Context: an optimization exercise on an open-source flow, tuned for small area, a short achievable clock period and few clock cycles per item. The choices shown serve that exercise and are no tape-out recipe. Only simulation tests tie the RTL to the original design; equivalence was not proved.

## flow/design.v (module list and top-level ports; edited modules follow where they fit)
// module nlc_param_bank: 109 lines
// module nlc_seq_fsm: 34 lines
// module nlc_step_counter: 19 lines
// module nlc_mac_pipe: 1667 lines
// module nlc_operand_store: 57 lines
// module nlc_top: 118 lines
module nlc_top (
	input  wire                                          clk,
	input  wire                                          reset,
	input  wire                                          wb_cyc_i,
	input  wire                                          wb_stb_i,
	input  wire                                          wb_we_i,
	input  wire [nlc_pkg::ADR_W-1:0]                     wb_adr_i,
	input  wire [nlc_pkg::WORD_W-1:0]                    wb_dat_i,
	output wire [nlc_pkg::WORD_W-1:0]                    wb_dat_o,
	output wire                                          wb_ack_o,
	input  wire                                          start_i,
	input  wire [nlc_pkg::NUM_CH*nlc_pkg::ADC_W-1:0]     x_adc_i,
	output wire                                          busy_o,
	output wire                                          done_o,
	output wire [nlc_pkg::NUM_CH*nlc_pkg::ADC_W-1:0]     x_lin_o
);
  // ...
==> flow/run.sh <==
#!/bin/bash
# synth_recipe.tcl (not shown) runs the flow's synth.tcl, then flattens the netlist and writes it again
# the make line also repeats each setting of config.mk as NAME=value (left out here)
make -C /OpenROAD-flow-scripts/flow DESIGN_CONFIG=/design/flow/config.mk WORK_HOME=/design/flow/orfs CLKGATE_MAP_FILE= SYNTH_SCRIPT=/design/flow/synth_recipe.tcl finish
==> flow/config.mk <==
export PLATFORM = sky130hd
export DESIGN_NAME = nlc_top
export DESIGN_NICKNAME = nlc_top
export VERILOG_FILES = /design/flow/design.v
export SDC_FILE = /design/flow/constraint.sdc
export NUM_CORES = 8
export LEC_CHECK = 0
export CAP_MARGIN = 20
export CORE_MARGIN = 2
export CORE_UTILIZATION = 30
export PLACE_DENSITY = 0.4
export SLEW_MARGIN = 20
==> flow/constraint.sdc <==
create_clock -name core_clock -period 10.0 [get_ports {clk}]
set_input_delay 2.0000 -clock core_clock [delete_from_list [all_inputs] [get_ports {clk}]]
set_output_delay 2.0000 -clock core_clock [all_outputs]
set_load 0.01 [all_outputs]
==> impl_metrics.json, run 1 <==
{
  "status": "finished with violations",
  "so_faults": "antenna rules",
  "clk_share_pct": 6.40,
  "worst_pin_slew_ns": 1.31,
  "dp.cells": 48393,
  "start_util_pct": 30.1,
  "holdPathStages": 0,
  "worstPathRequired_ns": 11.07,
  "synth.mux.area_fraction_pct": 3.72,
  "crit_path_frequent_cell": "fa_1",
  "layout_common_cells": "edfxtp_1, inv_1, a22oi_1",
  "synthAdderAreaFrac_pct": 18.5,
  "port_buffers": 671,
  "largest_reg_flops": 3584,
  "synth-edff-count": 4296,
  "fin_nets": 36246,
  "dp_hpwl_mm": 1060,
  "hp-class": "flop to flop",
  "cp_cell_sequence": "fa_1 -> inv_1 -> fa_1 -> fa_1 -> inv_1 -> ha_1 -> nand4_1 -> or3_1 -> a311oi_2 -> o21ai_0 -> a311oi_1 -> o21ai_0 -> a21boi_0 -> xor2_1",
  "yosysTopAreaCellShare_pct": 32.9,
  "synth_seq_area_share_pct": 47.0,
  "stdcell_count": 50131,
  "synth_top_cell_by_area": "edfxtp_1",
  "cts-root-buf": "clkbuf_16",
  "antenna_found_initial": 319,
  "nNonClkBuffers": 1615,
  "critPathCaptureType": "flop",
  "die_area_um2": 1320000,
  "inv_count": 3828,
  "post-cts-setup-buffers": 0,
  "max_freq_mhz": 164,
  "drtPass1Iterations": 6,
  "drt_iter0_drc": 28444,
  "grt_pass1_vias": 266375,
  "finalSetupTns_ns": 0,
  "postRouteAntennaNets": 1,
  "cp.depth": 14,
  "synth_area_um2": 392000
}
Testbench counts, summed over its fixed seeds: cycles 2,688, conversions 192.
==> run 2: changes to the inputs <==
--- a/flow/config.mk
+++ b/flow/config.mk
@@ -9,4 +9,5 @@
 export CORE_MARGIN = 2
 export CORE_UTILIZATION = 30
 export PLACE_DENSITY = 0.4
+export SETUP_SLACK_MARGIN = 5
 export SLEW_MARGIN = 20
==> run 2 against run 1 <==
Now clean on timing, DRC and antenna. Worst setup slack improved by 1.2 ns. Clock skew decreased by 0.0012 ns. Synthesized area unchanged. Sequential share of layout area decreased by 0.096 points. Die area unchanged. Final cell count about the same. Utilization increased by 0.080 points. Critical endpoint is now g_unit[5].mac_pipe_i.cs_q[126]. Largest cell class unchanged.
==> impl_metrics.json, run 2 <==
{
  "drv_slew": 0,
  "port_buffers": 671,
  "final_common_cell": "edfxtp_1",
  "synth_top_cell_by_area": "edfxtp_1",
  "viasPerCell": 5.17,
  "dp_hpwl_mm": 1060,
  "synth_seq_cells": 7052,
  "grt_pass1_wl_mm": 2170,
  "area_growth_pct": 14.0,
  "slowest_delay_ns": 0.71,
  "totalWireLength_mm": 1580,
  "start_util_pct": 30.1,
  "crit_fanout": 32,
  "reg.largest.list": "param_bank_i.g_ring.ring_q (3584), g_unit.mac_pipe_i.cs_q (1464), param_bank_i.c5_q (512)",
  "cp.depth": 11,
  "cts_tree": "done",
  "synth-edff-count": 4296,
  "crit_family": "adder cells",
  "postRouteAntennaNets": 0,
  "dp.cells": 48393,
  "path_buf_inv": 4,
  "worstSetupEndpoint": "g_unit[5].mac_pipe_i.cs_q[126]",
  "top_register": "param_bank_i.g_ring.ring_q",
  "yosysTopAreaCellShare_pct": 32.9,
  "drt_iter0_drc": 28666,
  "clockBufferDepth": 5,
  "synth_seq_area_share_pct": 47.0,
  "grt_use_total_pct": 23.3,
  "netlist_top_cells_count": "edfxtp_1, inv_1, a22oi_1, fa_1, dfxtp_1",
  "cap_violations": 0,
  "worstPathRequired_ns": 11.03,
  "path_clk_slew_ns": 0.06,
  "syn_inst": 32269,
  "avgSynthCellArea_um2": 12.1,
  "setup_viol": 0,
  "status": "finished clean",
  "multi_input_area_um2": 183000,
  "synth.area.top_cells": "edfxtp_1, fa_1, dfxtp_1",
  "skew_ns": 0.106,
  "cts_max_level": 6,
  "layout_common_cells": "edfxtp_1, inv_1, a22oi_1",
  "pin_count": 752,
  "worst_pin_slew_ns": 1.31,
  "worstReg2RegStart": "sel_tap_q",
  "cp_slowest_cell": "mux2_2",
  "timing.final.ws_setup_ns": 5.06,
  "report.final.hold_viol_count": 0,
  "crit_path_frequent_cell": "fa_1",
  "vias": 259418,
  "timing.critical_path.from": "sel_tap_q",
  "antenna_found_initial": 319,
  "critPathCaptureType": "flop",
  "grt_setup_unrepaired": "yes",
  "syn-num-nets": 36542,
  "dp_worst_setup_slack_ns": 3.88,
  "relSlewSlack_pct": 12.9,
  "core_area_um2": 1300000,
  "max_freq_mhz": 203,
  "final_layout_size_suffix_gt1_share_pct": 11.0,
  "yosysUniqueCellTypes": 91,
  "fin_nets": 36275,
  "grt_pass1_vias": 266575,
  "numCtsBuffers": 837,
  "cp_cell_sequence": "buf_4 -> buf_4 -> mux2_2 -> buf_4 -> a22oi_1 -> xor2_1 -> fa_1 -> fa_1 -> inv_1 -> fa_1 -> fa_1",
  "cts-root-buf": "clkbuf_16",
  "synthArstFlopShare_pct": 0,
  "synth.most_common_cell": "edfxtp_1",
  "clk_latency_ns": 1.22,
  "critPathLaunchType": "flop",
  "routedWlPerCell_um": 31.4,
  "largest_reg_flops": 3584,
  "drtPass1Iterations": 7,
  "holdPathStages": 0,
  "period_needed_ns": 4.94,
  "cts_sinks": 7052,
  "die_area_um2": 1320000,
  "worstPathArrival_ns": 5.97,
  "hp-class": "flop to flop",
  "dieWidth_mm": 1.15,
  "critPathKind": "flop to flop",
  "fin_util_pct": 34.3,
  "rr_endpoint": "g_unit[5].mac_pipe_i.cs_q[126]",
  "fillers": 128332,
  "rr_worst_depth": 11,
  "finalSetupTns_ns": 0,
  "grt.overflow.total": 0,
  "die_h_mm": 1.15,
  "synth-warning-count": 6,
  "seqCellArea_um2": 184000,
  "synth_ff_type": "edfxtp_1",
  "route.detailed.drc": 0,
  "gp_congestion": 0.864,
  "r2r_slack_ns": 5.06,
  "synth_area_um2": 392000,
  "finalCritPeriodShare_pct": 49.4,
  "stdcell_count": 50166,
  "rows": 419,
  "grt_max_degree": 180
}
[run 2: cell counts after synthesis]
No cell type changed its count.
[run 2: layout make-up]
class                   instances  share of cell area (%)
clock inverters               488                    1.28
clock buffers                1077                    5.10
flip-flops and latches       7052                    41.3
diodes                        177                  0.0991
well taps                   17261                    4.83
repair buffers               1643                    3.28
inverters                    3828                    3.22
multi-input cells           18640                    40.9
[run 2: timing repair]
item,4_1_cts,5_1_grt
setup endpoints to repair,945,284
resized for setup,84,75
gates cloned,1,0
buffers inserted,20,9
pin swaps,15,23
hold buffers,0,0
[run 2: metal layers]
layer	track usage (%)	routed length [µm]	up-vias
met1	32.0	676000	135387
met3	4.72	128000	2852
li1	-	-	109049
met4	8.73	65100	52
met5	0.0681	471	-
met2	36.4	708000	12078
[run 2: logic make-up after synthesis]
group,share of synthesized area [%]
buffers and inverters,6.64
flip-flops,47.0
AND/OR/NAND/NOR,3.41
AO/OA/AOI/OAI,10.6
multiplexers,3.72
adder cells (fa/ha/maj),18.5
XOR/XNOR,10.1
[run 2: how the worst min path moves through the flow]
| stage | endpoint | from |
|---|---|---|
| 4_1_cts | param_bank_i.g_ring[1].ring_q[352] | param_bank_i.g_ring[1].ring_q[384] |
| 3_3_place_gp | param_bank_i.g_ring[2].ring_q[19] | param_bank_i.g_ring[2].ring_q[51] |
| 2_1_floorplan | g_unit[0].mac_pipe_i.cs_q[26] | g_unit[0].operand_store_i.m0_q[36] |
| 3_5_place_dp | param_bank_i.g_ring[0].ring_q[109] | param_bank_i.g_ring[0].ring_q[141] |
| 6_report | param_bank_i.g_ring[1].ring_q[352] | param_bank_i.g_ring[1].ring_q[384] |
| 5_1_grt | param_bank_i.g_ring[4].ring_q[100] | param_bank_i.g_ring[4].ring_q[132] |
[run 2: metrics by stage]
step / cell area [µm²] / hold WS (ns)
after detailed placement: 417000 / 0.405
after floorplan: 392000 / 0.329
after global routing: 447000 / 0.362
final: 447000 / 0.362
after global placement: 417000 / 0.400
after CTS: 446000 / 0.354
[run 2: worst register-to-register path: stages, from the launching register on]
cell and delay, ns:
dfxtp_4 0.41, buf_4 0.17, buf_4 0.53, mux2_2 0.77
buf_4 0.48, a22oi_1 0.16, xor2_1 0.20, fa_1 0.46
fa_1 0.57, inv_1 0.05, fa_1 0.46, fa_1 0.53

[port drivers added, routing unchanged]
How much do the figures lean on ideal ports? The routed layouts below were timed once more, with nothing changed but the port constraints.
Step 1 sets driving cells, clkbuf_16 on the clock port and buf_2 on the other inputs (assumed; they add their load-dependent delay and slew).
Step 2 moves the port delays by t, midway between the first and last clock arrival at a register: inputs arrive t later, outputs are due t later. That takes back most of the time a late clock gives input paths.
a / b / c = ideal ports / drivers / drivers and shift; a / b = the first two.
run | t (ns) | setup slack, ns | worst setup path after step 2 | latest minus earliest clock arrival (ns)
run 1 | 1.329 | 3.910 / 3.910 / 3.910 | register to register | 0.116 / 0.115
run 2 | 1.345 | 5.064 / 5.012 / 4.062 | input to register | 0.123 / 0.123
For run 2, which loses most, drivers alone change the setup slack by -0.052 ns; drivers and shift together by -1.002 ns.
